From an optimization exercise on the open Yosys and OpenROAD flow, aimed at small area, a short achievable clock period and few clock cycles; shortcuts taken in it are not production practice. No run shown here included a check of the RTL's function; only the layout flow was run. Power is estimated from default activity; no workload was simulated.

==> design.v <==
`default_nettype none
package tti_pkg;
    localparam int MAX_DIGITS  = 16;
    localparam int ALPHA_SLOTS = 16;
    localparam int CHAR_W    = 8;
    localparam int LEN_W     = 5;
    localparam int VALUE_W   = 32;
    localparam int DIGIT_W   = 4;
    localparam int CFG_W     = 64;
    localparam int ADDR_W    = 5;
    localparam int REG_IDX_W = 2;
    localparam logic [REG_IDX_W-1:0] REG_DIGITS_LOW  = 2'd0;
    localparam logic [REG_IDX_W-1:0] REG_DIGITS_HIGH = 2'd1;
    localparam logic [REG_IDX_W-1:0] REG_BASE_LENGTH = 2'd2;
    localparam logic [CHAR_W-1:0] CHAR_NUL   = 8'h00;
    localparam logic [CHAR_W-1:0] CHAR_TAB   = 8'h09;
    localparam logic [CHAR_W-1:0] CHAR_CR    = 8'h0D;
    localparam logic [CHAR_W-1:0] CHAR_SPACE = 8'h20;
    localparam logic [CHAR_W-1:0] CHAR_PLUS  = 8'h2B;
    localparam logic [CHAR_W-1:0] CHAR_MINUS = 8'h2D;
    function automatic logic is_space(input logic [CHAR_W-1:0] c);
        is_space = (c == CHAR_SPACE) || ((c >= CHAR_TAB) && (c <= CHAR_CR));
    endfunction
    function automatic logic is_reserved(input logic [CHAR_W-1:0] c);
        is_reserved = (c == CHAR_NUL) || (c == CHAR_PLUS) || (c == CHAR_MINUS) || is_space(c);
    endfunction
endpackage
`default_nettype wire
`default_nettype none
module text_to_integer_any_base
(
    input  wire logic                             clk,
    input  wire logic                             rst_n,
    input  wire logic                             s_tvalid,
    output logic                                  s_tready,
    input  wire logic [7:0]                       s_tdata,    
    input  wire logic                             s_tlast,    
    output logic                                  m_tvalid,
    input  wire logic                             m_tready,
    output logic [31:0]                           m_tdata,    
    output logic                                  m_tuser,    
    input  wire logic                             psel,
    input  wire logic                             penable,
    input  wire logic                             pwrite,
    input  wire logic [tti_pkg::ADDR_W-1:0]       paddr,
    input  wire logic [tti_pkg::CFG_W-1:0]        pwdata,
    output logic [tti_pkg::CFG_W-1:0]             prdata,
    output logic                                  pready
);
    localparam logic [1:0] PH_SPACE  = 2'd0;
    localparam logic [1:0] PH_SIGN   = 2'd1;
    localparam logic [1:0] PH_DIGIT  = 2'd2;
    localparam logic [1:0] PH_FROZEN = 2'd3;
    logic [63:0] lo_q;
    logic [63:0] hi_q;
    logic [4:0]  len_q;
    logic        lo_v;
    logic        hi_v;
    logic        len_v;
    logic        rd_lo;
    logic        rd_hi;
    logic        rd_len;
    logic        cfg_write;
    logic [1:0]  cfg_idx;
    assign pready    = 1'b1;
    assign cfg_write = psel && penable && pwrite;
    assign cfg_idx   = paddr[4:3];
    always_ff @(posedge clk)
    begin
        if (cfg_write && (cfg_idx == tti_pkg::REG_DIGITS_LOW))
            lo_q <= pwdata;
        if (cfg_write && (cfg_idx == tti_pkg::REG_DIGITS_HIGH))
            hi_q <= pwdata;
        if (cfg_write && (cfg_idx == tti_pkg::REG_BASE_LENGTH))
            len_q <= pwdata[4:0];
        rd_lo  <= (cfg_idx == tti_pkg::REG_DIGITS_LOW)  && lo_v;
        rd_hi  <= (cfg_idx == tti_pkg::REG_DIGITS_HIGH) && hi_v;
        rd_len <= (cfg_idx == tti_pkg::REG_BASE_LENGTH) && len_v;
    end
    always_ff @(posedge clk or negedge rst_n)
    begin
        if (!rst_n)
        begin
            lo_v  <= 1'b0;
            hi_v  <= 1'b0;
            len_v <= 1'b0;
        end
        else if (cfg_write)
        begin
            if (cfg_idx == tti_pkg::REG_DIGITS_LOW)
                lo_v <= 1'b1;
            if (cfg_idx == tti_pkg::REG_DIGITS_HIGH)
                hi_v <= 1'b1;
            if (cfg_idx == tti_pkg::REG_BASE_LENGTH)
                len_v <= 1'b1;
        end
    end
    assign prdata = ({64{rd_lo}} & lo_q) | ({64{rd_hi}} & hi_q) |
                    {59'd0, {5{rd_len}} & len_q};
    logic       busy;        
    logic [3:0] cnt;         
    logic       ok_q;        
    logic [7:0]  alpha [16];
    logic [7:0]  a_sel;
    logic [7:0]  c;
    logic [15:0] in_range;
    logic [15:0] m;
    logic [3:0]  enc;
    logic        c_nul;
    logic        c_space;
    logic        c_minus;
    logic        c_plus;
    logic        c_hit;
    logic [3:0]  c_d;
    always_comb
    begin
        for (int i = 0; i < 8; i++)
        begin
            alpha[i]     = lo_q[i*8 +: 8];
            alpha[i + 8] = hi_q[i*8 +: 8];
        end
    end
    assign a_sel = alpha[cnt];
    assign c     = busy ? a_sel : s_tdata;
    always_comb
    begin
        enc = '0;
        for (int i = 0; i < 16; i++)
        begin
            in_range[i] = (5'(i) < len_q);
            m[i]        = in_range[i] && (alpha[i] == c);
            if (m[i])
                enc = enc | 4'(i);
        end
    end
    assign c_nul   = (c == tti_pkg::CHAR_NUL);
    assign c_space = tti_pkg::is_space(c);
    assign c_minus = (c == tti_pkg::CHAR_MINUS);
    assign c_plus  = (c == tti_pkg::CHAR_PLUS);
    assign c_hit   = ok_q && (|m);
    assign c_d     = ok_q ? enc : 4'd0;
    logic        slot_bad;
    logic        len_bad;
    assign slot_bad = in_range[cnt] &&
                      (c_nul || c_space || c_minus || c_plus || |(m & ~(16'd1 << cnt)));
    assign len_bad  = !len_v || !lo_v || (len_q < 5'd2) || (len_q > 5'd16) ||
                      ((len_q > 5'd8) && !hi_v);
    always_ff @(posedge clk or negedge rst_n)
    begin
        if (!rst_n)
        begin
            busy <= 1'b0;
            ok_q <= 1'b0;
        end
        else if (cfg_write)
        begin
            busy <= 1'b1;
            ok_q <= 1'b1;
        end
        else if (busy)
        begin
            if (slot_bad || len_bad)
                ok_q <= 1'b0;
            if (cnt == 4'd15)
                busy <= 1'b0;
        end
    end
    always_ff @(posedge clk)
    begin
        if (cfg_write)
            cnt <= 4'd0;
        else if (busy)
            cnt <= cnt + 4'd1;
    end
    typedef struct packed {
        logic       last;
        logic       nul;
        logic       space;
        logic       minus;
        logic       plus;
        logic       hit;
        logic [3:0] d;
    } beat_t;
    beat_t in_b;
    beat_t main_b;
    beat_t skid_b;
    logic  main_v;
    logic  skid_v;
    logic  out_v;
    logic  fire;
    logic  in_hs;
    assign in_b     = {s_tlast, c_nul, c_space, c_minus, c_plus, c_hit, c_d};
    assign s_tready = !skid_v;
    assign in_hs    = s_tvalid && !skid_v;
    assign fire     = main_v && (!out_v || m_tready);
    always_ff @(posedge clk)
    begin
        if (!skid_v)
            skid_b <= in_b;
        if (!main_v || fire)
            main_b <= skid_v ? skid_b : in_b;
    end
    always_ff @(posedge clk or negedge rst_n)
    begin
        if (!rst_n)
        begin
            main_v <= 1'b0;
            skid_v <= 1'b0;
        end
        else if (!main_v || fire)
        begin
            main_v <= skid_v || in_hs;
            skid_v <= 1'b0;
        end
        else if (in_hs)
            skid_v <= 1'b1;
    end
    logic [1:0]  phase_q;
    logic [1:0]  phase_n;
    logic        neg_q;
    logic        neg_n;
    logic [31:0] acc_q;
    logic [31:0] acc_n;
    logic        acc_we;
    logic        pre;
    logic [4:0]  rg;
    logic [31:0] sd;
    assign pre = !phase_q[1];
    always_comb
    begin
        phase_n = phase_q;
        neg_n   = neg_q;
        if (phase_q != PH_FROZEN)
        begin
            if (main_b.nul)
                phase_n = PH_FROZEN;
            else if ((phase_q == PH_SPACE) && main_b.space)
                phase_n = PH_SPACE;
            else if (pre && main_b.minus)
            begin
                phase_n = PH_SIGN;
                neg_n   = !neg_q;
            end
            else if (pre && main_b.plus)
                phase_n = PH_SIGN;
            else if (main_b.hit)
                phase_n = PH_DIGIT;
            else
                phase_n = PH_FROZEN;
        end
    end
    assign rg     = phase_q[1] ? len_q : 5'd0;
    assign sd     = {{28{neg_q}}, main_b.d ^ {4{neg_q}}};
    assign acc_n  = (rg[0] ? acc_q : 32'd0) +
                    (rg[1] ? {acc_q[30:0], 1'b0} : 32'd0) +
                    (rg[2] ? {acc_q[29:0], 2'b0} : 32'd0) +
                    (rg[3] ? {acc_q[28:0], 3'b0} : (rg[4] ? {acc_q[27:0], 4'b0} : 32'd0)) +
                    sd + {31'd0, neg_q};
    assign acc_we = fire && (pre || ((phase_q == PH_DIGIT) && main_b.hit));
    always_ff @(posedge clk)
    begin
        if (acc_we)
            acc_q <= acc_n;
    end
    always_ff @(posedge clk or negedge rst_n)
    begin
        if (!rst_n)
        begin
            phase_q <= PH_SPACE;
            neg_q   <= 1'b0;
            out_v   <= 1'b0;
        end
        else
        begin
            if (fire)
            begin
                if (main_b.last)
                begin
                    phase_q <= PH_SPACE;
                    neg_q   <= 1'b0;
                end
                else
                begin
                    phase_q <= phase_n;
                    neg_q   <= neg_n;
                end
            end
            if (fire && main_b.last)
                out_v <= 1'b1;
            else if (m_tready)
                out_v <= 1'b0;
        end
    end
    assign m_tvalid = out_v;
    assign m_tdata  = acc_q;
    assign m_tuser  = ok_q;
endmodule
`default_nettype wire
==> run.sh <==
#!/bin/bash
# synth_recipe.tcl (not shown) runs the flow's synth.tcl, then flattens the netlist and writes it again
# the make line also repeats each setting of config.mk as NAME=value (left out here)
make -C /OpenROAD-flow-scripts/flow DESIGN_CONFIG=/design/flow/config.mk WORK_HOME=/design/flow/orfs CLKGATE_MAP_FILE= SYNTH_SCRIPT=/design/flow/synth_recipe.tcl finish
==> config.mk <==
export PLATFORM = sky130hd
export DESIGN_NAME = text_to_integer_any_base
export DESIGN_NICKNAME = text_to_integer_any_base
export VERILOG_FILES = /design/flow/design.v
export SDC_FILE = /design/flow/constraint.sdc
export NUM_CORES = 4
export LEC_CHECK = 0
export CAP_MARGIN = 20
export CORE_MARGIN = 2
export CORE_UTILIZATION = 40
export PLACE_DENSITY = 0.6
export SLEW_MARGIN = 20
==> constraint.sdc <==
create_clock -name core_clock -period 8.0 [get_ports {clk}]
set_input_delay 1.6000 -clock core_clock [delete_from_list [all_inputs] [get_ports {clk}]]
set_output_delay 1.6000 -clock core_clock [all_outputs]
set_load 0.01 [all_outputs]
==> qor.txt, run 1 <==
Worst EP arrival -> 6670 ps
area share of the largest cell type after synthesis -> 0.335
Top Metal Used -> met5
area of the multi-input gates -> 8960 sq um
Worst Tran Pin Value -> 998 ps
dpl cell area -> 17900 sq um
Remaining DRCs -> 0
Yosys cell types -> 102
initial core utilization -> 0.405
Horiz. Die Dim -> 202 microns
CTS tree -> yes
Core Area -> 38700 sq um
Avg Cell Area, Syn -> 10.6 sq um
Setup crit start -> phase_q[1]$_DFFE_PN0P_
fmax -> 156 MHz
normalized max-slew margin -> 0.318
Clock Skews -> 10.1 ps
# IOs -> 185
FP Rows -> 72
worst min-delay path startpoint -> skid_b[3]$_DFF_P_
initial antenna violation count -> 2
vias in the first global route -> 12764
clock root cell -> clkbuf_16
top-count cell post-synth -> edfxtp_1
Clock Pin Slew Worst Setup and Hold Paths -> 60 ps
setup TNS -> 0 ps
# port buffers -> 180
Max Transition Viols Final -> 0
part of the cycle the worst path needs -> 0.799
share of post-route cells with drive strength above 1 -> 0.0738
Via density -> 5.96
FFs w/ async S/R, synth -> 0.0542
Final Hold Fails -> 0
top cell types by occurrence after synthesis -> edfxtp_1 (175), xnor2_1 (115), inv_1 (109)
worst-case reg-to-reg path depth -> 18
clk buf depth -> 3
H-tree levels -> 1
die height -> 202 microns
cts repair resizes -> 0
status -> complete, no violations
Synth area leaders -> edfxtp_1 (33%), fa_1 (11%), xnor2_1 (6.4%)
Crit Path Class -> flop to flop
reg-to-reg slack, setup -> 1600 ps
setup repair after global routing missed its margin -> false
hpwl dp -> 39500 microns
leak pwr -> 0.00715 uW
met2 routed WL -> 23200 microns
post-route cell area -> 18600 sq um
Fill cells -> 3619
max-cap violations -> 0
Setup violations, final -> 0
final antenna-violating net count -> 0
Syn Nets -> 1693
R2R Path End -> acc_q[31]$_DFFE_PP_
routability-driven placement congestion ratio -> 0.997
Peak VDD IR -> 0.220 mV
CTS buffer count -> 23
Post-synth EDFFs -> 175
Max FO, Critical Path -> 21
top_reg_cell synth -> edfxtp_1
PwrDens -> 423 nW/um^2
Worst Setup EP -> acc_q[31]$_DFFE_PP_
FF+latch count, synth -> 203
Setup Buffers After CTS -> 0
r2r startpoint -> phase_q[1]$_DFFE_PN0P_
met1 wire length -> 23800 microns
Period minus WS final -> 6400 ps
grt total ovfl -> 0
wire per inst -> 24.9 microns
register area -> 5870 sq um
cts hold-fix bufs -> 0
Layout area overhead -> 18.8%
cells after synthesis -> 1484
Clk Latency, worst-skew pair -> 530 ps
Clock Sinks -> 203
die area -> 40800 sq um
Post-Route WL -> 53800 microns
DR WL met3 -> 4860 microns
CP Data Required Time -> 8280 ps
first-pass GRT wire length -> 81000 microns
sequential cell area fraction in the yosys report -> 0.374
Ys Warns -> 2
type of the worst min-delay path -> flop to flop
crit path capture type -> flop
Startpoint Class -> flop
global-route total usage across every layer -> 0.261
Detailed Route Iter0 Violations -> 1311
Final nets -> 1833
vias -> 12868
total iterations of the first detailed-routing run -> 8
largest net degree at the start of global routing -> 66
largest area contributor in the netlist -> edfxtp_1
synthesized area -> 15700 sq um
## cell families after synthesis
family                     Yosys count  share of synthesized area
xor gates and xnor gates           137                     0.0764
other                                1                   0.000239
AOI/OAI and AO/OA                  387                      0.190
adders and majority gates          124                      0.141
and+or+nand+nor                    402                      0.142
DFF                                203                      0.374
muxes                               30                     0.0195
buffers and inverters              200                     0.0572
## layout by cell type (no fill, tap or decap), types with 16 or more instances in the layout
master / n
nand2_1: 87
and3_1: 72
nor3_1: 30
xnor2_1: 115
nor2_1: 67
nand4_1: 20
mux2i_1: 25
clkbuf_16: 23
edfxtp_1: 175
xor2_1: 22
o21ai_0: 49
inv_1: 109
buf_4: 24
a22o_1: 79
a211oi_1: 16
ha_1: 36
a21oi_1: 62
a22oi_1: 33
nand3_1: 30
fa_1: 88
nand2b_1: 17
clkdlybuf4s50_1: 180
## final cells by class
class	count	share of cell area
Antenna cell	1	0.000134
Clock buffer	27	0.0317
Sequential cell	203	0.315
Timing Repair Buffer	205	0.107
Tap cell	518	0.0348
Inverter	110	0.0221
Multi-Input combinational cell	1081	0.481
Clock inverter	14	0.00826
## worst max-delay path, cell delays in order (launching register included)
cell      delay [ps]
dfrtp_1          750
and2_1           700
nand2_1          170
fa_1             530
inv_1             60
fa_1             540
inv_1             60
fa_1             530
fa_1             480
nor2b_1          110
o21ai_0          120
a21oi_1          240
o21ai_0          210
o211a_1          320
a21boi_0         400
nor3_1           110
o21ai_0          470
a31oi_1          170
xnor2_1          150
## per-stage QoR
| stage | hold WS, ps | util | setup slack [ps] | std cells | total power (uW) |
|---|---|---|---|---|---|
| after CTS | 458 | 0.481 | 1700 | 2157 | 7830 |
| final | 457 | 0.481 | 1600 | 2159 | 7890 |
| after global routing | 479 | 0.481 | 1080 | 2159 | 8430 |
| after floorplan | 423 | - | 921 | 1484 | 5330 |
| after global placement | 436 | 0.462 | 1850 | 2116 | 6700 |
| after detailed placement | 444 | 0.462 | 1720 | 2116 | 6730 |
## worst min-delay path by stage
stage	to	slack (ps)	cells past startpoint
2_1_floorplan	skid_b[5]$_DFF_P_	420	2
3_3_place_gp	skid_b[0]$_DFF_P_	440	1
3_5_place_dp	skid_b[0]$_DFF_P_	440	1
4_1_cts	skid_b[0]$_DFF_P_	460	1
5_1_grt	skid_b[1]$_DFF_P_	480	1
6_report	skid_b[3]$_DFF_P_	460	1
## metal layers
metal,up-vias,global-route usage
met5,-,0
met4,2,0.0910
met3,112,0.0537
met2,603,0.383
met1,6379,0.382
li1,5772,-
## registers in the layout (all words and copies together) (netlist names)
signal / cells
cnt: 4
len_q: 5
rd_len: 1
main_b: 10
main_v: 1
ok_q: 1
hi_v: 1
rd_lo: 1
neg_q: 1
lo_v: 1
skid_b: 10
phase_q: 2
skid_v: 1
acc_q: 32
len_v: 1
out_v: 1
rd_hi: 1
lo_q: 64
busy: 1
hi_q: 64
## report_power, final
group          switching [uW]  total [uW]  internal (uW)  leakage, uW
registers                 209        1620           1420      0.00189
logic                    3190        5210           2030      0.00491
clock network             433        1060            624     0.000358
==> inputs of run 2 (changes only) <==
--- a/config.mk
+++ b/config.mk
@@ -5,8 +5,10 @@
 export SDC_FILE = /design/flow/constraint.sdc
 export NUM_CORES = 4
 export LEC_CHECK = 0
+export ABC_CLOCK_PERIOD_IN_PS = 2500
 export CAP_MARGIN = 20
 export CORE_MARGIN = 2
 export CORE_UTILIZATION = 40
 export PLACE_DENSITY = 0.6
+export SETUP_SLACK_MARGIN = 5
 export SLEW_MARGIN = 20
==> qor.txt, run 2 <==
status -> complete, no violations
Clock Skews -> 28.5 ps (+18.4 ps)
Post-synth EDFFs -> 175 (unchanged)
initial core utilization -> 0.405 (unchanged)
worst min-delay path startpoint -> skid_b[3]$_DFF_P_
cells after synthesis -> 1484 (unchanged)
setup repair after global routing missed its margin -> true
Core Area -> 38700 sq um (unchanged)
total power -> 11200 uW (+42%)
Syn Nets -> 1693 (unchanged)
FFs w/ async S/R, synth -> 0.0542 (unchanged)
max-cap violations -> 0 (unchanged)
# port buffers -> 180 (unchanged)
Max Transition Viols Final -> 0 (unchanged)
grt total ovfl -> 0 (unchanged)
WHS Path Cells -> 1 (unchanged)
largest net degree at the start of global routing -> 62 (-6.1%)
global-route total usage across every layer -> 0.318 (+0.0570)
top cell types by occurrence after synthesis -> edfxtp_1 (175), xnor2_1 (115), inv_1 (109)
initial antenna violation count -> 2 (unchanged)
met1 GRT Util -> 0.393 (+0.0110)
CP Data Required Time -> 8270 ps (about the same)
crit path capture type -> flop
Ys Warns -> 2 (unchanged)
Period minus WS final -> 4780 ps (-1620 ps)
sequential cell area fraction in the yosys report -> 0.374 (unchanged)
clk buf depth -> 3 (unchanged)
worst-case reg-to-reg path depth -> 21 (+3)
vias -> 15096 (+17%)
hpwl dp -> 40100 microns (+1.4%)
gr busiest metal -> met2
Worst EP arrival -> 5040 ps (-1630 ps)
largest area contributor in the netlist -> edfxtp_1
final antenna-violating net count -> 0 (unchanged)
top_reg_cell synth -> edfxtp_1
top-count cell post-synth -> edfxtp_1
die height -> 202 microns (unchanged)
Avg Cell Area, Syn -> 10.6 sq um (unchanged)
Fill cells -> 3168 (-12%)
Horiz. Die Dim -> 202 microns (unchanged)
part of the cycle the worst path needs -> 0.597 (-0.202)
normalized max-slew margin -> 0.455 (+0.137)
Startpoint Class -> flop
wire per inst -> 27.0 microns (+8.4%)
hold slack -> 454 ps (-3.14 ps)
most common cell after layout, fill and taps aside -> buf_4
area share of the largest cell type after synthesis -> 0.335 (unchanged)
Yosys cell types -> 102 (unchanged)
reg-to-reg slack, setup -> 3220 ps (+1620 ps)
type of the worst min-delay path -> flop to flop
H-tree levels -> 1 (unchanged)
die area -> 40800 sq um (unchanged)
GR Util met2 -> 0.508 (+0.125)
Hold EP -> skid_b[3]$_DFF_P_
Clock Pin Slew Worst Setup and Hold Paths -> 60 ps (about the same)
grt met3 use -> 0.0685 (+0.0148)
area of the multi-input gates -> 10500 sq um (+17%)
leak pwr -> 0.00979 uW (+37%)
Worst Tran Pin Value -> 795 ps (-203 ps)
FF+latch count, synth -> 203 (unchanged)
Remaining DRCs -> 0 (unchanged)
PwrDens -> 471 nW/um^2 (+11%)
R2R Path End -> acc_q[23]$_DFFE_PP_
biggest regs -> hi_q: 64 flops, lo_q: 64 flops, acc_q: 32 flops
Via density -> 6.08 (+2.0%)
vias in the first global route -> 15161 (+19%)
most frequent cells in the layout -> buf_4 (181), edfxtp_1 (175), buf_6 (109)
Max FO, Critical Path -> 6 (-71%)
fmax -> 209 MHz (+34%)
CTS buffer count -> 24 (+4.3%)
Post-Route WL -> 67100 microns (+25%)
FP Rows -> 72 (unchanged)
Synth area leaders -> edfxtp_1 (33%), fa_1 (11%), xnor2_1 (6.4%)
setup TNS -> 0 ps (unchanged)
Ant. Diodes -> 0 (-1)
first-pass GRT wire length -> 96900 microns (+20%)
Clk Latency, worst-skew pair -> 550 ps (+20 ps)
Clock Sinks -> 203 (unchanged)
Setup violations, final -> 0 (unchanged)
register area -> 5900 sq um (+0.36%)
Detailed Route Iter0 Violations -> 1477 (+13%)
Final Hold Fails -> 0 (unchanged)
share of post-route cells with drive strength above 1 -> 0.376 (+0.302)
Crit Path Class -> flop to flop
Peak VDD IR -> 0.228 mV (+3.5%)
cts hold-fix bufs -> 0 (unchanged)
routability-driven placement congestion ratio -> 1.00 (+0.59%)
Final nets -> 2159 (+18%)
synthesized area -> 15700 sq um (unchanged)
total iterations of the first detailed-routing run -> 8 (unchanged)
clock root cell -> clkbuf_16
Layout area overhead -> 51.0%
CTS tree -> yes
r2r startpoint -> len_q[0]$_DFFE_PP_
# IOs -> 185 (unchanged)
## run 2: cell type report
| class | instances | area share |
|---|---|---|
| multi-input combinational | 1083 | 0.441 |
| clock inverter | 14 | 0.00776 |
| clock buffer | 27 | 0.0267 |
| inverter | 110 | 0.0181 |
| timing repair buffer | 528 | 0.230 |
| tap | 518 | 0.0273 |
| sequential | 203 | 0.249 |
## run 2: critical path, cell delays in order, from the launching register on
cell      delay, ps
edfxtp_1        400
buf_12          140
and2_4          240
buf_12          150
nand2_4          50
fa_1            530
inv_2            40
fa_1            500
inv_2            40
fa_1            560
inv_2            50
ha_4            250
a21o_1          170
a21oi_2         150
nand2_1         100
o21ai_2         170
o211a_1         250
buf_6           150
a21oi_4          60
a21o_1          210
a211oi_2        210
nor3_1           70
## run 2: cells by family (layout without fill, tap and decap cells)
kind of cell,Yosys count,count (layout),share of synthesized area
and+or+nand+nor,402,403,0.142
AOI/OAI and AO/OA,387,388,0.190
DFF,203,203,0.374
buffers and inverters,200,679,0.0572
xor gates and xnor gates,137,137,0.0764
adders and majority gates,124,124,0.141
muxes,30,30,0.0195
other,1,1,0.000239
## run 2: through the flow
stage / util / setup WS [ps] / instances / instance area [sq um]
CTS: 0.581 / 3250 / 2421 / 22500
detailed placement: 0.470 / 2330 / 2116 / 18200
global placement: 0.470 / 2350 / 2116 / 18200
floorplan: - / 3290 / 1484 / 16200
finish: 0.612 / 3220 / 2483 / 23700
global route: 0.612 / 3080 / 2483 / 23700
## run 2: metal layers
metal  wire length [microns]  vias to the layer above  share of wire
li1                        -                     6433              -
met1                   25200                     7400           0.38
met2                   30500                      953           0.45
met3                    6410                      308          0.096
met4                    4960                        2          0.074
met5                      10                        -        0.00015
## run 2: what timing repair did
| action | in CTS | in global routing |
|---|---|---|
| gates cloned | 24 | 1 |
| gates resized for setup | 621 | 179 |
| setup buffers | 240 | 61 |
| endpoints found under the setup margin | 300 | 151 |
| pin swaps | 142 | 128 |
## run 2: power by group
group,internal [uW],total (uW),switching (uW)
Combinational,3980,8450,4460
Sequential,1420,1570,154
Clock,697,1150,455
Total,6100,11200,5070
## run 2: worst max-delay path by stage
stage	startpoint	end	slack, ps	depth (start not counted)
finish	len_q[0]$_DFFE_PP_	acc_q[23]$_DFFE_PP_	3220	21
global route	len_q[0]$_DFFE_PP_	acc_q[28]$_DFFE_PP_	3080	20
CTS	len_q[0]$_DFFE_PP_	acc_q[30]$_DFFE_PP_	3250	20
detailed placement	len_q[0]$_DFFE_PP_	acc_q[31]$_DFFE_PP_	2330	20
global placement	len_q[1]$_DFFE_PP_	acc_q[31]$_DFFE_PP_	2350	19
floorplan	neg_q$_DFFE_PN0P_	acc_q[28]$_DFFE_PP_	3290	19
==> inputs of run 3 (changes only) <==
--- a/design.v
+++ b/design.v
@@ -223,9 +223,22 @@
     logic [31:0] acc_n;
     logic        acc_we;
     logic        pre;
-    logic [4:0]  rg;
-    logic [31:0] sd;
+    logic        dig;
+    logic        hit;
+    logic        a1, a2, a3, a4;        
+    logic        b1, b2, b1n;           
+    logic        cp, cn;                
+    logic        bfill;                 
+    logic        corr;                  
+    logic        xo;                    
+    logic [4:0]  kc;
+    logic [31:0] ta;
+    logic [31:0] tb;
+    logic [31:0] tc;
+    logic [31:0] sum;
     assign pre = !phase_q[1];
+    assign dig = (phase_q == PH_DIGIT);
+    assign hit = main_b.hit;
     always_comb
     begin
         phase_n = phase_q;
@@ -243,20 +256,53 @@
             end
             else if (pre && main_b.plus)
                 phase_n = PH_SIGN;
-            else if (main_b.hit)
+            else if (hit)
                 phase_n = PH_DIGIT;
             else
                 phase_n = PH_FROZEN;
         end
     end
-    assign rg     = phase_q[1] ? len_q : 5'd0;
-    assign sd     = {{28{neg_q}}, main_b.d ^ {4{neg_q}}};
-    assign acc_n  = (rg[0] ? acc_q : 32'd0) +
-                    (rg[1] ? {acc_q[30:0], 1'b0} : 32'd0) +
-                    (rg[2] ? {acc_q[29:0], 2'b0} : 32'd0) +
-                    (rg[3] ? {acc_q[28:0], 3'b0} : (rg[4] ? {acc_q[27:0], 4'b0} : 32'd0)) +
-                    sd + {31'd0, neg_q};
-    assign acc_we = fire && (pre || ((phase_q == PH_DIGIT) && main_b.hit));
+    always_comb
+    begin
+        a1 = 1'b0; a2 = 1'b0; a3 = 1'b0; a4 = 1'b0;
+        b1 = 1'b0; b2 = 1'b0; b1n = 1'b0;
+        cp = 1'b0; cn = 1'b0;
+        if (dig && !hit)
+            cp = 1'b1;
+        else if (dig)
+        begin
+            unique case (len_q)
+                5'd2:  begin a1 = 1'b1; end
+                5'd3:  begin a1 = 1'b1; cp = 1'b1; end
+                5'd4:  begin a2 = 1'b1; end
+                5'd5:  begin a2 = 1'b1; cp = 1'b1; end
+                5'd6:  begin a2 = 1'b1; b1 = 1'b1; end
+                5'd7:  begin a3 = 1'b1; cn = 1'b1; end
+                5'd8:  begin a3 = 1'b1; end
+                5'd9:  begin a3 = 1'b1; cp = 1'b1; end
+                5'd10: begin a3 = 1'b1; b1 = 1'b1; end
+                5'd11: begin a3 = 1'b1; b1 = 1'b1; cp = 1'b1; end
+                5'd12: begin a3 = 1'b1; b2 = 1'b1; end
+                5'd13: begin a3 = 1'b1; b2 = 1'b1; cp = 1'b1; end
+                5'd14: begin a4 = 1'b1; b1n = 1'b1; end
+                5'd15: begin a4 = 1'b1; cn = 1'b1; end
+                5'd16: begin a4 = 1'b1; end
+                default: ;
+            endcase
+        end
+    end
+    assign bfill = pre && hit && neg_q;
+    assign corr  = b1n || cn;
+    assign kc    = (dig && hit) ? ((neg_q ? (len_q - 5'd1) : 5'd0) + {4'd0, corr}) : 5'd0;
+    assign xo    = neg_q && (hit ? main_b.last : dig);
+    assign ta  = ({32{a1}} & {acc_q[30:0], 1'b0}) | ({32{a2}} & {acc_q[29:0], 2'b0}) |
+                 ({32{a3}} & {acc_q[28:0], 3'b0}) | ({32{a4}} & {acc_q[27:0], 4'b0});
+    assign tb  = ({32{b1}} & {acc_q[30:0], 1'b0}) | ({32{b2}} & {acc_q[29:0], 2'b0}) |
+                 ({32{b1n}} & ~{acc_q[30:0], 1'b0}) | {32{bfill}};
+    assign tc  = ({32{cp}} & acc_q) | ({32{cn}} & ~acc_q);
+    assign sum = ta + tb + tc + {27'd0, kc} + {28'd0, (hit ? main_b.d : 4'd0)};
+    assign acc_n  = sum ^ {32{xo}};
+    assign acc_we = fire && (phase_q != PH_FROZEN);
     always_ff @(posedge clk)
     begin
         if (acc_we)
--- a/config.mk
+++ b/config.mk
@@ -5,10 +5,8 @@
 export SDC_FILE = /design/flow/constraint.sdc
 export NUM_CORES = 4
 export LEC_CHECK = 0
-export ABC_CLOCK_PERIOD_IN_PS = 2500
 export CAP_MARGIN = 20
 export CORE_MARGIN = 2
 export CORE_UTILIZATION = 40
 export PLACE_DENSITY = 0.6
-export SETUP_SLACK_MARGIN = 5
 export SLEW_MARGIN = 20
==> qor.txt, run 3 <==
vias in the first global route -> 13157 (-13%)
Top delay family on crit path -> adder cells
PwrDens -> 326 nW/um^2 (-31%)
share of post-route cells with drive strength above 1 -> 0.0726 (-0.303)
largest net degree at the start of global routing -> 66 (+6.5%)
Layout area overhead -> 19.3%
Core Area -> 39600 sq um (+2.3%)
Post-synth EDFFs -> 175 (unchanged)
Post-Route WL -> 51200 microns (-24%)
initial core utilization -> 0.404 (-0.000934)
worst stage delay on the critical path -> 550 ps (about the same)
sequential cell area fraction in the yosys report -> 0.378 (+0.00356)
cts hold-fix bufs -> 0 (unchanged)
type of the worst min-delay path -> flop to flop
CP Data Required Time -> 8270 ps (about the same)
normalized max-slew margin -> 0.248 (-0.207)
# port buffers -> 180 (unchanged)
sequential power share -> 0.264 (+0.123)
max-cap violations -> 0 (unchanged)
Via density -> 5.99 (-1.5%)
initial antenna violation count -> 0 (-2)
Syn Nets -> 1823 (+7.7%)
top cell types by occurrence after synthesis -> edfxtp_1 (175), xnor2_1 (149), nand2_1 (129)
Setup violations, final -> 0 (unchanged)
synthesized area -> 16000 sq um (+2.1%)
top_reg_cell synth -> edfxtp_1
FFs w/ async S/R, synth -> 0.0519 (-0.00230)
dpl cell area -> 18200 sq um (unchanged)
total iterations of the first detailed-routing run -> 6 (-2)
top-count cell post-synth -> edfxtp_1
first-pass GRT wire length -> 79300 microns (-18%)
clock root cell -> clkbuf_16
Avg Cell Area, Syn -> 9.98 sq um (-5.7%)
Setup Buffers After CTS -> 0 (-100%)
Net Sw Frac -> 0.438 (-0.0159)
status -> complete, no violations
global-route total usage across every layer -> 0.245 (-0.0728)
Yosys cell types -> 87 (-15%)
H-tree levels -> 1 (unchanged)
worst path bufs/invs -> 4 (-2)
biggest regs -> hi_q: 64 flops, lo_q: 64 flops, acc_q: 32 flops
cells after synthesis -> 1606 (+8.2%)
Horiz. Die Dim -> 204 microns (+1.0%)
reg-to-reg slack, setup -> 960 ps (-2270 ps)
crit path capture type -> flop
Max Transition Viols Final -> 0 (unchanged)
post-route cell area -> 19100 sq um (-19%)
cts repair resizes -> 0 (-100%)
wire per inst -> 22.7 microns (-16%)
most frequent cells in the layout -> clkdlybuf4s50_1 (180), edfxtp_1 (175), xnor2_1 (149)
Peak VDD IR -> 0.237 mV (+3.9%)
Worst Tran Pin Value -> 1120 ps (+323 ps)
fmax -> 142 MHz (-32%)
grt total ovfl -> 0 (unchanged)
CTS buffer count -> 25 (+4.2%)
Final nets -> 1933 (-10%)
Internal -> 3500 uW (-43%)
Detailed Route Iter0 Violations -> 1370 (-7.2%)
routability-driven placement congestion ratio -> 0.979 (-2.3%)
Remaining DRCs -> 0 (unchanged)
Final Hold Fails -> 0 (unchanged)
Clk Latency, worst-skew pair -> 540 ps (about the same)
Max FO, Critical Path -> 13 (+7)
leak pwr -> 0.00740 uW (-24%)
Switch Pwr -> 2730 uW (-46%)
Period minus WS final -> 7040 ps (+2270 ps)
Synth area leaders -> edfxtp_1 (33%), xnor2_1 (8.1%), ha_1 (7.3%)
Crit Path Class -> flop to flop
clk buf depth -> 3 (unchanged)
die area -> 41700 sq um (+2.1%)
largest area contributor in the netlist -> edfxtp_1
Clock Skews -> 14.1 ps (-14.4 ps)
setup repair after global routing missed its margin -> false
Clock Sinks -> 212 (+4.4%)
most common cell after layout, fill and taps aside -> clkdlybuf4s50_1
Clock Pin Slew Worst Setup and Hold Paths -> 60 ps (about the same)
Ant. Diodes -> 0 (unchanged)
CTS tree -> yes
Ys Warns -> 2 (unchanged)
Startpoint Class -> flop
die height -> 204 microns (+1.0%)
hold slack -> 452 ps (-2.07 ps)
FP Rows -> 73 (+1.4%)
crit-path most repeated cell -> fa_1
final antenna-violating net count -> 0 (unchanged)
clock power share -> 0.197 (+0.094)
area share of the largest cell type after synthesis -> 0.328 (-0.00687)
Crit-path slowest cell -> fa_1
part of the cycle the worst path needs -> 0.880 (+0.283)
hpwl dp -> 37100 microns (-7.5%)
# IOs -> 185 (unchanged)
Fill cells -> 3737 (+18%)
fin util -> 0.482 (-0.130)
FF+latch count, synth -> 212 (+4.4%)
setup TNS -> 0 ps (unchanged)
vias -> 13533 (-10%)
Worst EP arrival -> 7320 ps (+2280 ps)
Comb pwr share -> 0.539 (-0.217)
[run 3: cell types whose count changed after synthesis, moves of 34 or more]
cell,change
ha_1,+57
inv_1,-39
fa_1,-49
xnor2_1,+34
and3_1,-66
nand2_1,+42
[run 3: kinds of logic after synthesis]
family,Yosys count,synth area share
AOI/OAI and AO/OA,466,0.213
and+or+nand+nor,374,0.111
DFF,212,0.378
buffers and inverters,201,0.0544
xor gates and xnor gates,192,0.105
adders and majority gates,134,0.123
muxes,26,0.0167
other,1,0.000234
[run 3: metrics by stage]
| step | setup WS [ps] | std cells | power (uW) |
|---|---|---|---|
| finish | 958 | 2260 | 6230 |
| CTS | 962 | 2260 | 6190 |
| global route | 307 | 2260 | 6570 |
| global placement | 1080 | 2212 | 4880 |
| detailed placement | 992 | 2214 | 4940 |
| floorplan | 883 | 1606 | 4100 |
[run 3: area by class of cell]
type	instances	area (sq um)	share of cell area
clock buffer	33	792	0.0414
tap	525	657	0.0344
timing repair buffer	212	2080	0.109
inverter	72	270	0.0141
multi-input combinational	1193	9150	0.478
sequential	212	6050	0.317
clock inverter	13	114	0.00596
[run 3: path summary, 6_finish.rpt]
check                      cells after the start                   start             endpoint
setup / recovery                              28  phase_q[1]$_DFFE_PN0P_  acc_q[30]$_DFFE_PP_
hold / removal                                 1       skid_b[0]$_DFF_P_    skid_b[0]$_DFF_P_
setup reg to reg                              28  phase_q[1]$_DFFE_PN0P_  acc_q[30]$_DFFE_PP_
hold reg to reg                                1       skid_b[0]$_DFF_P_    skid_b[0]$_DFF_P_
max in group asynchronous                      1                   rst_n    out_v$_DFFE_PN0P_
min in group asynchronous                      1                   rst_n       busy$_DFF_PN0_
[run 3: per-layer routing]
metal / track usage / share of wire / vias up
met1: 0.347 / 0.43 / 6571
li1: - / - / 6165
met4: 0.0823 / 0.037 / 0
met3: 0.0349 / 0.081 / 118
met5: 0 / 0 / -
met2: 0.386 / 0.45 / 679
[run 3: power by group through the flow]
stage	clock [uW]	combinational (uW)	sequential, uW
2_1_floorplan	0	2610	1490
3_3_place_gp	0	3220	1650
3_5_place_dp	0	3280	1660
4_1_cts	1250	3300	1640
5_1_grt	1300	3600	1670
6_report	1230	3350	1640
==> inputs of run 4 (changes only) <==
--- a/config.mk
+++ b/config.mk
@@ -9,4 +9,6 @@
 export CORE_MARGIN = 2
 export CORE_UTILIZATION = 40
 export PLACE_DENSITY = 0.6
+export SETUP_SLACK_MARGIN = 5
 export SLEW_MARGIN = 20
+export TNS_END_PERCENT = 5
==> qor.txt, run 4 <==
Clock Skews -> 25.8 ps (+11.7 ps)
Final nets -> 1957 (+1.2%)
Avg Cell Area, Syn -> 9.98 sq um (unchanged)
largest area contributor in the netlist -> edfxtp_1
Yosys cell types -> 87 (unchanged)
Detailed Route Iter0 Violations -> 1455 (+6.2%)
final antenna-violating net count -> 0 (unchanged)
Ant. Diodes -> 0 (unchanged)
setup repair after global routing missed its margin -> true
top_reg_cell synth -> edfxtp_1
Net Sw Frac -> 0.441 (+0.00324)
Clk Latency, worst-skew pair -> 560 ps (+20 ps)
die height -> 204 microns (unchanged)
Final Hold Fails -> 0 (unchanged)
Ys Warns -> 2 (unchanged)
Top delay family on crit path -> adder cells
biggest regs -> hi_q: 64 flops, lo_q: 64 flops, acc_q: 32 flops
Post-synth EDFFs -> 175 (unchanged)
Top Metal Used -> met4
crit-path most repeated cell -> fa_1
leak pwr -> 0.00757 uW (+2.3%)
total iterations of the first detailed-routing run -> 6 (unchanged)
vias -> 13572 (+0.29%)
sequential power share -> 0.258 (-0.006)
Setup violations, final -> 0 (unchanged)
global-route total usage across every layer -> 0.248 (+0.00296)
area share of the largest cell type after synthesis -> 0.328 (unchanged)
die area -> 41700 sq um (unchanged)
worst stage delay on the critical path -> 550 ps (about the same)
Max FO, Critical Path -> 6 (-7)
Peak VDD IR -> 0.151 mV (-36%)
most common cell after layout, fill and taps aside -> clkdlybuf4s50_1
vias in the first global route -> 13301 (+1.1%)
initial core utilization -> 0.404 (unchanged)
FF+latch count, synth -> 212 (unchanged)
grt total ovfl -> 0 (unchanged)
wire per inst -> 23.0 microns (+1.7%)
Period minus WS final -> 6050 ps (-992 ps)
Worst Tran Pin Value -> 954 ps (-165 ps)
share of post-route cells with drive strength above 1 -> 0.105 (+0.0325)
post-synthesis mux area share -> 0.0167 (unchanged)
Max Transition Viols Final -> 0 (unchanged)
CTS tree -> yes
Remaining DRCs -> 0 (unchanged)
CP Data Required Time -> 8290 ps (+20 ps)
cells after synthesis -> 1606 (unchanged)
Post-Route WL -> 52700 microns (+2.8%)
H-tree levels -> 1 (unchanged)
fmax -> 165 MHz (+16%)
FFs w/ async S/R, synth -> 0.0519 (unchanged)
max-cap violations -> 0 (unchanged)
routability-driven placement congestion ratio -> 0.953 (-2.6%)
Syn Nets -> 1823 (unchanged)
Switch Pwr -> 2770 uW (+1.4%)
top cell types by occurrence after synthesis -> edfxtp_1 (175), xnor2_1 (149), nand2_1 (129)
status -> complete, no violations
top-count cell post-synth -> edfxtp_1
non-filler cells, final -> 2285 (+1.1%)
setup TNS -> 0 ps (unchanged)
Post-Synth Adder-Cell Area -> 0.123 (unchanged)
crit path capture type -> flop
dpl cell area -> 18200 sq um (+0.15%)
normalized max-slew margin -> 0.358 (+0.111)
hpwl dp -> 37200 microns (+0.16%)
sequential cell area fraction in the yosys report -> 0.378 (unchanged)
post-route cell area -> 19600 sq um (+2.3%)
Comb pwr share -> 0.545 (+0.006)
largest net degree at the start of global routing -> 66 (unchanged)
Startpoint Class -> flop
Crit-path slowest cell -> fa_1
most frequent cells in the layout -> clkdlybuf4s50_1 (180), edfxtp_1 (175), xnor2_1 (149)
Crit Path Class -> flop to flop
Synth area leaders -> edfxtp_1 (33%), xnor2_1 (8.1%), ha_1 (7.3%)
Via density -> 5.94 (-0.81%)
Internal -> 3500 uW (+0.11%)
Clock Sinks -> 212 (unchanged)
synthesized area -> 16000 sq um (unchanged)
# placed instances -> 2206 (-0.36%)
Core Area -> 39600 sq um (unchanged)
first-pass GRT wire length -> 80000 microns (+0.97%)
total power -> 6270 uW (+0.69%)
Synth Area in Compound Gates -> 0.213 (unchanged)
cts hold-fix bufs -> 0 (unchanged)
worst path bufs/invs -> 3 (-1)
Layout area overhead -> 22.0%
clock root cell -> clkbuf_16
met1 wire length -> 22800 microns (+3.6%)
largest family of logic cells by synthesized area -> compound AO/OA/AOI/OAI gates
met2 routed WL -> 23600 microns (+2.2%)
Clock Pin Slew Worst Setup and Hold Paths -> 60 ps (about the same)
simple-gate portion of the synthesized area -> 0.111 (unchanged)
FP Rows -> 73 (unchanged)
Worst EP arrival -> 6340 ps (-980 ps)
part of the cycle the worst path needs -> 0.756 (-0.124)
# IOs -> 185 (unchanged)
type of the worst min-delay path -> flop to flop
CTS buffer count -> 26 (+4.0%)
clk buf depth -> 3 (unchanged)
Post-Synth XOR/XNOR Area -> 0.105 (unchanged)
initial antenna violation count -> 0 (unchanged)
fin util -> 0.493 (+0.0111)
Horiz. Die Dim -> 204 microns (unchanged)
PwrDens -> 321 nW/um^2 (-1.6%)
DR WL met3 -> 4180 microns (+0.22%)
clock power share -> 0.197 (about the same)
# port buffers -> 180 (unchanged)
[run 4: path summary, 6_finish.rpt]
kind                                              from                endpoint  slack [ps]  cells past startpoint
worst min register to register       skid_b[6]$_DFF_P_       skid_b[6]$_DFF_P_         460                      2
worst min-delay path                 skid_b[6]$_DFF_P_       skid_b[6]$_DFF_P_         460                      2
worst max-delay path            phase_q[0]$_DFFE_PN0P_     acc_q[30]$_DFFE_PP_        1950                     28
min in group asynchronous                        rst_n       len_v$_DFFE_PN0P_        1420                      1
max in group asynchronous                        rst_n  phase_q[1]$_DFFE_PN0P_        6160                      1
worst max register to register  phase_q[0]$_DFFE_PN0P_     acc_q[30]$_DFFE_PP_        1950                     28
[run 4: layer usage]
metal / up-vias / track usage
met2: 673 / 0.388
li1: 6209 / -
met1: 6582 / 0.349
met5: - / 0
met3: 108 / 0.0338
met4: 0 / 0.0942
[run 4: tightest hold or removal path: stages (launching register included)]
cell     delay [ps]
dfxtp_1         300
nand2_1          50
o41ai_1          70
[run 4: area by class of cell]
type	count	area [sq um]
clock buffer	27	676
clock inverter	21	225
fill	3725	20100
inverter	72	270
multi-input combinational	1195	9420
sequential	212	6060
tap	525	657
timing repair buffer	233	2250
[run 4: kinds of logic (layout without fill, tap and decap cells)]
kind of cell | after synthesis | in the layout
AND/OR/NAND/NOR | 374 | 376
AO/OA/AOI/OAI | 466 | 466
adder cells (fa/ha/maj) | 134 | 134
other | 1 | 1
XOR/XNOR | 192 | 192
buffers and inverters | 201 | 353
flip-flops | 212 | 212
multiplexers | 26 | 26
[run 4: timing repair]
action                     4_1_cts  5_1_grt
gates cloned                     2        0
setup endpoints to repair      221      223
gates resized for setup         19       11
buffers inserted                22        6
pin swaps                       32       19
[run 4: metrics by stage]
stage                     setup slack, ps  hold WS [ps]
after floorplan                      2070           417
after global placement               1170           437
after detailed placement             1050           442
after CTS                            1860           469
after global routing                 1700           496
final                                1950           458
[run 4: power by group through the flow]
stage | clock [uW] | sequential (uW) | combinational [uW]
6_report | 1230 | 1620 | 3420
5_1_grt | 1290 | 1650 | 3660
4_1_cts | 1250 | 1620 | 3350
3_5_place_dp | 0 | 1650 | 3290
3_3_place_gp | 0 | 1640 | 3260
2_1_floorplan | 0 | 1490 | 2620
==> inputs of run 5 (changes only) <==
--- a/design.v
+++ b/design.v
@@ -137,8 +137,8 @@
     assign c_space = tti_pkg::is_space(c);
     assign c_minus = (c == tti_pkg::CHAR_MINUS);
     assign c_plus  = (c == tti_pkg::CHAR_PLUS);
-    assign c_hit   = ok_q && (|m);
-    assign c_d     = ok_q ? enc : 4'd0;
+    assign c_hit   = |m;
+    assign c_d     = enc;
     logic        slot_bad;
     logic        len_bad;
     assign slot_bad = in_range[cnt] &&
@@ -229,9 +229,7 @@
     logic        b1, b2, b1n;           
     logic        cp, cn;                
     logic        bfill;                 
-    logic        corr;                  
     logic        xo;                    
-    logic [4:0]  kc;
     logic [31:0] ta;
     logic [31:0] tb;
     logic [31:0] tc;
@@ -256,51 +254,89 @@
             end
             else if (pre && main_b.plus)
                 phase_n = PH_SIGN;
-            else if (hit)
+            else if (hit && ok_q)
                 phase_n = PH_DIGIT;
             else
                 phase_n = PH_FROZEN;
         end
     end
+    logic        ra1, ra2, ra3, ra4, rb1, rb2, rb1n, rcp, rcn;
+    logic [4:0]  rkn;                   
+    logic        rkp;                   
+    logic        ra1_n, ra2_n, ra3_n, ra4_n, rb1_n, rb2_n, rb1n_n, rcp_n, rcn_n;
     always_comb
     begin
-        a1 = 1'b0; a2 = 1'b0; a3 = 1'b0; a4 = 1'b0;
-        b1 = 1'b0; b2 = 1'b0; b1n = 1'b0;
-        cp = 1'b0; cn = 1'b0;
-        if (dig && !hit)
-            cp = 1'b1;
-        else if (dig)
-        begin
-            unique case (len_q)
-                5'd2:  begin a1 = 1'b1; end
-                5'd3:  begin a1 = 1'b1; cp = 1'b1; end
-                5'd4:  begin a2 = 1'b1; end
-                5'd5:  begin a2 = 1'b1; cp = 1'b1; end
-                5'd6:  begin a2 = 1'b1; b1 = 1'b1; end
-                5'd7:  begin a3 = 1'b1; cn = 1'b1; end
-                5'd8:  begin a3 = 1'b1; end
-                5'd9:  begin a3 = 1'b1; cp = 1'b1; end
-                5'd10: begin a3 = 1'b1; b1 = 1'b1; end
-                5'd11: begin a3 = 1'b1; b1 = 1'b1; cp = 1'b1; end
-                5'd12: begin a3 = 1'b1; b2 = 1'b1; end
-                5'd13: begin a3 = 1'b1; b2 = 1'b1; cp = 1'b1; end
-                5'd14: begin a4 = 1'b1; b1n = 1'b1; end
-                5'd15: begin a4 = 1'b1; cn = 1'b1; end
-                5'd16: begin a4 = 1'b1; end
-                default: ;
-            endcase
-        end
-    end
-    assign bfill = pre && hit && neg_q;
-    assign corr  = b1n || cn;
-    assign kc    = (dig && hit) ? ((neg_q ? (len_q - 5'd1) : 5'd0) + {4'd0, corr}) : 5'd0;
-    assign xo    = neg_q && (hit ? main_b.last : dig);
+        ra1_n = 1'b0; ra2_n = 1'b0; ra3_n = 1'b0; ra4_n = 1'b0;
+        rb1_n = 1'b0; rb2_n = 1'b0; rb1n_n = 1'b0;
+        rcp_n = 1'b0; rcn_n = 1'b0;
+        unique case (len_q)
+            5'd2:  begin ra1_n = 1'b1; end
+            5'd3:  begin ra1_n = 1'b1; rcp_n = 1'b1; end
+            5'd4:  begin ra2_n = 1'b1; end
+            5'd5:  begin ra2_n = 1'b1; rcp_n = 1'b1; end
+            5'd6:  begin ra2_n = 1'b1; rb1_n = 1'b1; end
+            5'd7:  begin ra3_n = 1'b1; rcn_n = 1'b1; end
+            5'd8:  begin ra3_n = 1'b1; end
+            5'd9:  begin ra3_n = 1'b1; rcp_n = 1'b1; end
+            5'd10: begin ra3_n = 1'b1; rb1_n = 1'b1; end
+            5'd11: begin ra3_n = 1'b1; rb1_n = 1'b1; rcp_n = 1'b1; end
+            5'd12: begin ra3_n = 1'b1; rb2_n = 1'b1; end
+            5'd13: begin ra3_n = 1'b1; rb2_n = 1'b1; rcp_n = 1'b1; end
+            5'd14: begin ra4_n = 1'b1; rb1n_n = 1'b1; end
+            5'd15: begin ra4_n = 1'b1; rcn_n = 1'b1; end
+            5'd16: begin ra4_n = 1'b1; end
+            default: ;
+        endcase
+    end
+    always_ff @(posedge clk)
+    begin
+        ra1  <= ra1_n && ok_q;
+        ra2  <= ra2_n && ok_q;
+        ra3  <= ra3_n && ok_q;
+        ra4  <= ra4_n && ok_q;
+        rb1  <= rb1_n && ok_q;
+        rb2  <= rb2_n && ok_q;
+        rb1n <= rb1n_n && ok_q;
+        rcp  <= rcp_n && ok_q;
+        rcn  <= rcn_n && ok_q;
+        rkn  <= (len_q - 5'd1) + {4'd0, rb1n_n || rcn_n};
+        rkp  <= rb1n_n || rcn_n;
+    end
+    logic        gh;                    
+    logic        gn;                    
+    logic        hv;                    
+    logic [4:0]  kp;
+    logic [31:0] s1;
+    logic [31:0] c1;
+    logic [31:0] s2;
+    logic [31:0] c2;
+    assign hv  = hit && ok_q;
+    assign gh  = dig && hit;
+    assign gn  = dig && !hit;
+    assign a1  = ra1 && gh;
+    assign a2  = ra2 && gh;
+    assign a3  = ra3 && gh;
+    assign a4  = ra4 && gh;
+    assign b1  = rb1 && gh;
+    assign b2  = rb2 && gh;
+    assign b1n = rb1n && gh;
+    assign cp  = (rcp && gh) || gn;
+    assign cn  = rcn && gh;
+    assign bfill = pre && hv && neg_q;
+    assign kp    = (hv ? {1'b0, main_b.d} : 5'd0) +
+                   ((dig && hv) ? (neg_q ? rkn : {4'd0, rkp}) : 5'd0);
+    assign xo    = neg_q && (hv ? main_b.last : dig);
     assign ta  = ({32{a1}} & {acc_q[30:0], 1'b0}) | ({32{a2}} & {acc_q[29:0], 2'b0}) |
                  ({32{a3}} & {acc_q[28:0], 3'b0}) | ({32{a4}} & {acc_q[27:0], 4'b0});
     assign tb  = ({32{b1}} & {acc_q[30:0], 1'b0}) | ({32{b2}} & {acc_q[29:0], 2'b0}) |
                  ({32{b1n}} & ~{acc_q[30:0], 1'b0}) | {32{bfill}};
     assign tc  = ({32{cp}} & acc_q) | ({32{cn}} & ~acc_q);
-    assign sum = ta + tb + tc + {27'd0, kc} + {28'd0, (hit ? main_b.d : 4'd0)};
+    assign s1  = ta ^ tb ^ tc;
+    assign c1  = {(ta[30:0] & tb[30:0]) | (ta[30:0] & tc[30:0]) | (tb[30:0] & tc[30:0]), 1'b0};
+    assign s2  = s1 ^ c1 ^ {27'd0, kp};
+    assign c2  = {(s1[30:0] & c1[30:0]) | (s1[30:0] & {26'd0, kp}) | (c1[30:0] & {26'd0, kp}),
+                  1'b0};
+    assign sum = s2 + c2;
     assign acc_n  = sum ^ {32{xo}};
     assign acc_we = fire && (phase_q != PH_FROZEN);
     always_ff @(posedge clk)
==> qor.txt, run 5 <==
routability-driven placement congestion ratio -> 0.982 (+3.0%)
Top delay family on crit path -> compound AO/OA/AOI/OAI gates
part of the cycle the worst path needs -> 0.628 (-0.128)
total iterations of the first detailed-routing run -> 6 (unchanged)
Horiz. Die Dim -> 209 microns (+2.5%)
# IOs -> 185 (unchanged)
Layout area overhead -> 31.3%
setup TNS -> 0 ps (unchanged)
vias -> 15219 (+12%)
initial antenna violation count -> 2 (+2)
top_reg_cell synth -> edfxtp_1
wire per inst -> 24.2 microns (+5.0%)
status -> complete, no violations
clk buf depth -> 3 (unchanged)
vias in the first global route -> 14319 (+7.7%)
# placed instances -> 2312 (+4.8%)
largest area contributor in the netlist -> edfxtp_1
Crit-path slowest cell -> fa_1
CP Data Required Time -> 8280 ps (about the same)
Via density -> 6.08 (+2.4%)
# port buffers -> 180 (unchanged)
critical path, cell by cell -> nand2b_4 > nor2_4 > buf_6 > buf_6 > and2_4 > a22oi_2 > fa_1 > inv_2 > fa_1 > ha_1 > a21o_1 > nand4_1 > a31oi_2 > o2111ai_2 > a31oi_2 > o41a_1 > a21o_1 > or2_4 > a31oi_4 > xnor2_1
Clock Sinks -> 227 (+7.1%)
global-route total usage across every layer -> 0.258 (+0.00986)
Clk Latency, worst-skew pair -> 530 ps (-30 ps)
Startpoint Class -> flop
biggest regs -> hi_q: 64 flops, lo_q: 64 flops, acc_q: 32 flops
die height -> 209 microns (+2.5%)
Max Transition Viols Final -> 0 (unchanged)
worst stage delay on the critical path -> 580 ps (+30 ps)
leak pwr -> 0.00854 uW (+13%)
clock root cell -> clkbuf_16
H-tree levels -> 1 (unchanged)
fmax -> 199 MHz (+20%)
final antenna-violating net count -> 0 (unchanged)
Final nets -> 2133 (+9.0%)
Synth area leaders -> edfxtp_1 (31%), xnor2_1 (7.2%), ha_1 (5.2%)
Post-Route WL -> 60500 microns (+15%)
synthesized area -> 16800 sq um (+5.1%)
type of the worst min-delay path -> flop to flop
share of post-route cells with drive strength above 1 -> 0.202 (+0.0964)
top-count cell post-synth -> edfxtp_1
top cell types by occurrence after synthesis -> edfxtp_1 (175), xnor2_1 (138), nor2_1 (119)
PwrDens -> 347 nW/um^2 (+8.2%)
most common cell after layout, fill and taps aside -> edfxtp_1
Setup violations, final -> 0 (unchanged)
non-filler cells, final -> 2502 (+9.5%)
Crit Path Class -> flop to flop
hpwl dp -> 40900 microns (+9.9%)
grt total ovfl -> 0 (unchanged)
sequential cell area fraction in the yosys report -> 0.377 (-0.000626)
die area -> 43800 sq um (+5.0%)
initial core utilization -> 0.404 (-0.000793)
Remaining DRCs -> 0 (unchanged)
worst path bufs/invs -> 3 (unchanged)
largest net degree at the start of global routing -> 66 (unchanged)
FF+latch count, synth -> 227 (+7.1%)
Max FO, Critical Path -> 7 (+1)
Yosys cell types -> 101 (+16%)
normalized max-slew margin -> 0.359 (about the same)
Core Area -> 41800 sq um (+5.3%)
Peak VDD IR -> 0.198 mV (+31%)
cts hold-fix bufs -> 0 (unchanged)
max-cap violations -> 0 (unchanged)
crit path capture type -> flop
most frequent cells in the layout -> edfxtp_1 (175), clkdlybuf4s50_1 (172), xnor2_1 (137)
first-pass GRT wire length -> 87800 microns (+9.8%)
CTS buffer count -> 25 (-3.8%)
Clock Skews -> 14.3 ps (-11.4 ps)
Worst EP arrival -> 5300 ps (-1040 ps)
Post-synth EDFFs -> 175 (unchanged)
setup repair after global routing missed its margin -> true
FFs w/ async S/R, synth -> 0.0485 (-0.00343)
Final Hold Fails -> 0 (unchanged)
Detailed Route Iter0 Violations -> 1921 (+32%)
cells after synthesis -> 1714 (+6.7%)
FP Rows -> 75 (+2.7%)
Worst Tran Pin Value -> 962 ps (+8.29 ps)
Ys Warns -> 2 (unchanged)
Clock Pin Slew Worst Setup and Hold Paths -> 60 ps (about the same)
Period minus WS final -> 5020 ps (-1030 ps)
area share of the largest cell type after synthesis -> 0.312 (-0.0160)
hold slack -> 430 ps (-28.4 ps)
reg-to-reg slack, setup -> 2980 ps (+1030 ps)
Avg Cell Area, Syn -> 9.83 sq um (-1.5%)
Fill cells -> 3687 (-1.0%)
CTS tree -> yes
Syn Nets -> 1905 (+4.5%)
[run 5: cell types whose count changed after synthesis, moves of 15 or more]
cell,previous run,this run
dfxtp_1,26,41
inv_1,70,90
nand3_1,45,25
nor2_1,75,119
ha_1,93,70
nand2_1,129,111
xor2_1,43,58
a22oi_1,50,33
a211oi_1,18,39
a221oi_1,22,39
[run 5: per-stage QoR]
| step | area (sq um) | util | power (uW) | worst slack (ps) |
|---|---|---|---|---|
| floorplan | 17100 | - | 4240 | 3330 |
| global placement | 19000 | 0.454 | 5070 | 1890 |
| detailed placement | 19000 | 0.454 | 5110 | 1790 |
| CTS | 20300 | 0.486 | 6360 | 2940 |
| global route | 22100 | 0.530 | 7980 | 2780 |
| finish | 22100 | 0.530 | 7670 | 2980 |
[run 5: cells by family after synthesis]
logic type      share of synthesized area
mux                                0.0232
fa+ha+maj                          0.0959
buf+inv                            0.0645
simple gates                        0.116
xor+xnor                            0.103
compound gates                      0.220
other cells                      0.000223
flops                               0.377
[run 5: layout make-up]
| class | instances | area, sq um | area share |
|---|---|---|---|
| Multi-Input combinational cell | 1253 | 10400 | 0.470 |
| Antenna cell | 3 | 7.51 | 0.000339 |
| Clock buffer | 39 | 793 | 0.0359 |
| Clock inverter | 6 | 57.6 | 0.00260 |
| Inverter | 93 | 363 | 0.0164 |
| Timing Repair Buffer | 341 | 3440 | 0.156 |
| Tap cell | 539 | 674 | 0.0305 |
| Timing Repair inverter | 1 | 5.00 | 0.000226 |
| Sequential cell | 227 | 6380 | 0.288 |
[run 5: path summary, 6_finish.rpt]
kind / startpoint / end / cells after the start
min in group asynchronous: rst_n / ok_q$_DFFE_PN0P_ / 1
setup reg to reg: phase_q[0]$_DFFE_PN0P_ / acc_q[30]$_DFFE_PP_ / 20
hold / removal: ra4_n$_DFF_P_ / ra4$_DFF_P_ / 1
setup / recovery: phase_q[0]$_DFFE_PN0P_ / acc_q[30]$_DFFE_PP_ / 20
hold reg to reg: ra4_n$_DFF_P_ / ra4$_DFF_P_ / 1
max in group asynchronous: rst_n / busy$_DFF_PN0_ / 1
[run 5: metal layers]
layer,track usage,part of all wire
met2,0.420,0.46
met1,0.354,0.42
met4,0.0820,0.036
met3,0.0383,0.082
met5,0,0
[run 5: power breakdown]
part | internal, uW | switching [uW]
clock | 713 | 465
sequential | 1460 | 262
combinational | 2150 | 2620
total | 4320 | 3350
[run 5: repair_timing]
action	4_1_cts	5_1_grt
setup endpoints to repair	319	294
buffers inserted	27	104
resized for setup	57	189
pin swaps	35	78
hold endpoints to repair	0	0
cloned	3	7
==> inputs of run 6 (changes only) <==
--- a/config.mk
+++ b/config.mk
@@ -9,6 +9,4 @@
 export CORE_MARGIN = 2
 export CORE_UTILIZATION = 40
 export PLACE_DENSITY = 0.6
-export SETUP_SLACK_MARGIN = 5
 export SLEW_MARGIN = 20
-export TNS_END_PERCENT = 5
==> qor.txt, run 6 <==
Crit Path Class -> flop to flop
Via density -> 6.04 (-0.67%)
cells after synthesis -> 1714 (unchanged)
Setup violations, final -> 0 (unchanged)
Startpoint Class -> flop
type of the worst min-delay path -> flop to flop
Max Transition Viols Final -> 0 (unchanged)
worst path bufs/invs -> 2 (-1)
total iterations of the first detailed-routing run -> 6 (unchanged)
Setup Buffers After CTS -> 0 (-100%)
PwrDens -> 322 nW/um^2 (-7.1%)
Post-Route WL -> 56200 microns (-7.1%)
Avg Cell Area, Syn -> 9.83 sq um (unchanged)
first-pass GRT wire length -> 86600 microns (-1.4%)
area share of the largest cell type after synthesis -> 0.312 (unchanged)
Period minus WS final -> 6470 ps (+1440 ps)
worst min-delay path startpoint -> ra2_n$_SDFF_PP0_
Worst EP arrival -> 6780 ps (+1480 ps)
CTS buffer count -> 26 (+4.0%)
Setup crit start -> phase_q[1]$_DFFE_PN0P_
top_reg_cell synth -> edfxtp_1
cts repair resizes -> 0 (-100%)
Worst Setup EP -> acc_q[31]$_DFFE_PP_
Synth area leaders -> edfxtp_1 (31%), xnor2_1 (7.2%), ha_1 (5.2%)
r2r startpoint -> phase_q[1]$_DFFE_PN0P_
Remaining DRCs -> 0 (unchanged)
Setup WS post-layout -> 1530 ps (-1440 ps)
Crit-path slowest cell -> and2_1
H-tree levels -> 1 (unchanged)
clock root cell -> clkbuf_16
wire per inst -> 23.8 microns (-1.7%)
Layout area overhead -> 17.2%
Clock Skews -> 32.0 ps (+17.7 ps)
normalized max-slew margin -> 0.267 (-0.0916)
Peak VDD IR -> 0.207 mV (+4.6%)
most frequent cells in the layout -> clkdlybuf4s50_1 (180), edfxtp_1 (175), xnor2_1 (138)
Syn Nets -> 1905 (unchanged)
global-route total usage across every layer -> 0.254 (-0.00373)
Ys Warns -> 2 (unchanged)
Levels on crit path -> 20 (unchanged)
Yosys cell types -> 101 (unchanged)
biggest regs -> hi_q: 64 flops, lo_q: 64 flops, acc_q: 32 flops
hpwl dp -> 41200 microns (+0.89%)
critical path, cell by cell -> nand2b_1 > nor2_1 > and2_1 > buf_4 > a22o_1 > a21oi_1 > fa_1 > inv_1 > fa_1 > ha_1 > nor2b_1 > o21ai_0 > a21boi_0 > nor2b_1 > o311a_1 > o31ai_1 > a2111o_1 > a31o_2 > a21oi_1 > xnor2_1
Max FO, Critical Path -> 16 (+9)
fmax -> 155 MHz (-22%)
# port buffers -> 180 (unchanged)
Post-synth EDFFs -> 175 (unchanged)
crit path capture type -> flop
share of post-route cells with drive strength above 1 -> 0.0652 (-0.136)
CP Data Required Time -> 8310 ps (+30 ps)
max-cap violations -> 0 (unchanged)
top cell types by occurrence after synthesis -> edfxtp_1 (175), xnor2_1 (138), nor2_1 (119)
Clock Sinks -> 227 (unchanged)
final antenna-violating net count -> 0 (unchanged)
FP Rows -> 75 (unchanged)
Final nets -> 1995 (-6.5%)
cts hold-fix bufs -> 0 (unchanged)
pre-CTS setup slack -> 1550 ps (-244 ps)
die area -> 43800 sq um (unchanged)
worst-case reg-to-reg path depth -> 20 (unchanged)
Horiz. Die Dim -> 209 microns (unchanged)
routability-driven placement congestion ratio -> 1.00 (+1.9%)
clk buf depth -> 3 (unchanged)
leak pwr -> 0.00751 uW (-12%)
FFs w/ async S/R, synth -> 0.0485 (unchanged)
Ant. Diodes -> 0 (-3)
Top delay family on crit path -> compound AO/OA/AOI/OAI gates
grt total ovfl -> 0 (unchanged)
reg-to-reg slack, setup -> 1530 ps (-1440 ps)
R2R Path End -> acc_q[31]$_DFFE_PP_
Worst Tran Pin Value -> 1070 ps (+110 ps)
initial antenna violation count -> 0 (-2)
Clock Pin Slew Worst Setup and Hold Paths -> 60 ps (about the same)
part of the cycle the worst path needs -> 0.808 (+0.180)
Core Area -> 41800 sq um (unchanged)
top-count cell post-synth -> edfxtp_1
setup repair after global routing missed its margin -> false
status -> complete, no violations
sequential cell area fraction in the yosys report -> 0.377 (unchanged)
die height -> 209 microns (unchanged)
most common cell after layout, fill and taps aside -> clkdlybuf4s50_1
vias -> 14277 (-6.2%)
# IOs -> 185 (unchanged)
worst stage delay on the critical path -> 670 ps (+90 ps)
Detailed Route Iter0 Violations -> 1585 (-17%)
largest net degree at the start of global routing -> 66 (unchanged)
FF+latch count, synth -> 227 (unchanged)
CTS tree -> yes
hold slack -> 434 ps (+4.34 ps)
largest area contributor in the netlist -> edfxtp_1
Final Hold Fails -> 0 (unchanged)
initial core utilization -> 0.404 (unchanged)
setup TNS -> 0 ps (unchanged)
Clk Latency, worst-skew pair -> 560 ps (+30 ps)
synthesized area -> 16800 sq um (unchanged)
vias in the first global route -> 14177 (-0.99%)
## run 6: cell counts after synthesis
No cell type changed its count.
## run 6: cell families (layout without fill, tap and decap cells)
group,after synthesis,in the layout,share of synthesized area
xor+xnor,197,197,0.103
fa+ha+maj,108,108,0.0959
mux,37,37,0.0232
buf+inv,239,349,0.0645
other cells,1,1,0.000223
compound gates,500,500,0.220
simple gates,405,405,0.116
flops,227,227,0.377
## run 6: routing by layer
layer  wire length, microns  vias to the layer above  track usage
li1                       -                     6504            -
met4                   1920                        0       0.0874
met2                  26400                      660        0.418
met5                      0                        -            0
met3                   3710                      117       0.0310
met1                  24200                     6996        0.348
## run 6: power by group
part | switching (uW) | total (uW) | internal [uW] | leakage, uW
registers | 250 | 1700 | 1450 | 0.00210
logic | 2120 | 3480 | 1350 | 0.00500
clock network | 492 | 1180 | 691 | 0.000409
## run 6: final cells by class
class	count	area, sq um
Inverter	93	349
Sequential cell	227	6350
Fill cell	3918	22000
Multi-Input combinational cell	1248	9460
Timing Repair Buffer	208	2050
Clock inverter	10	92.6
Clock buffer	38	757
Tap cell	539	674
## run 6: worst min path at each step
stage               cells past startpoint          end  slack, ps
global placement                        1  rb1$_DFF_P_        420
CTS                                     1  ra2$_DFF_P_        430
global route                            1  ra2$_DFF_P_        460
finish                                  1  ra2$_DFF_P_        430
detailed placement                      1  rb2$_DFF_P_        420
floorplan                               1  ra1$_DFF_P_        410
## run 6: stage by stage
stage / std cells / power [uW] / utilization / cell area, sq um
floorplan: 1714 / 4220 / - / 16800
global placement: 2313 / 5070 / 0.451 / 18800
detailed placement: 2315 / 5120 / 0.452 / 18900
CTS: 2363 / 6320 / 0.473 / 19700
global route: 2363 / 6680 / 0.473 / 19700
finish: 2363 / 6360 / 0.473 / 19700

==> re-timing with driven ports <==
No port has a modelled driver above. Below, the same layouts with a new extraction and two added sets of constraints.
Step 1 sets driving cells, clkbuf_16 on the clock port and buf_2 on the other inputs (assumed; they add their load-dependent delay and slew).
Step 2 also shifts input and output timing later by t, the mid clock arrival at the registers, as if the neighbouring blocks saw the same clock.
Three values: no drivers, after step 1, after step 2; two values: the first two.
run	t (ns)	setup slack, ns	clock arrival spread, ns	worst slew at a driven data input, ns
run 1	0.574	1.605 / 1.605 / 1.605	0.010 / 0.010	0.09
run 2	0.595	3.224 / 3.224 / 3.224	0.029 / 0.029	0.09
run 3	0.590	0.958 / 0.958 / 0.958	0.015 / 0.016	0.05
run 4	0.599	1.950 / 1.950 / 1.950	0.027 / 0.027	0.05
run 5	0.579	2.976 / 2.976 / 2.976	0.015 / 0.015	0.08
run 6	0.596	1.534 / 1.534 / 1.534	0.032 / 0.032	0.06
After both steps every run listed still meets setup and hold.
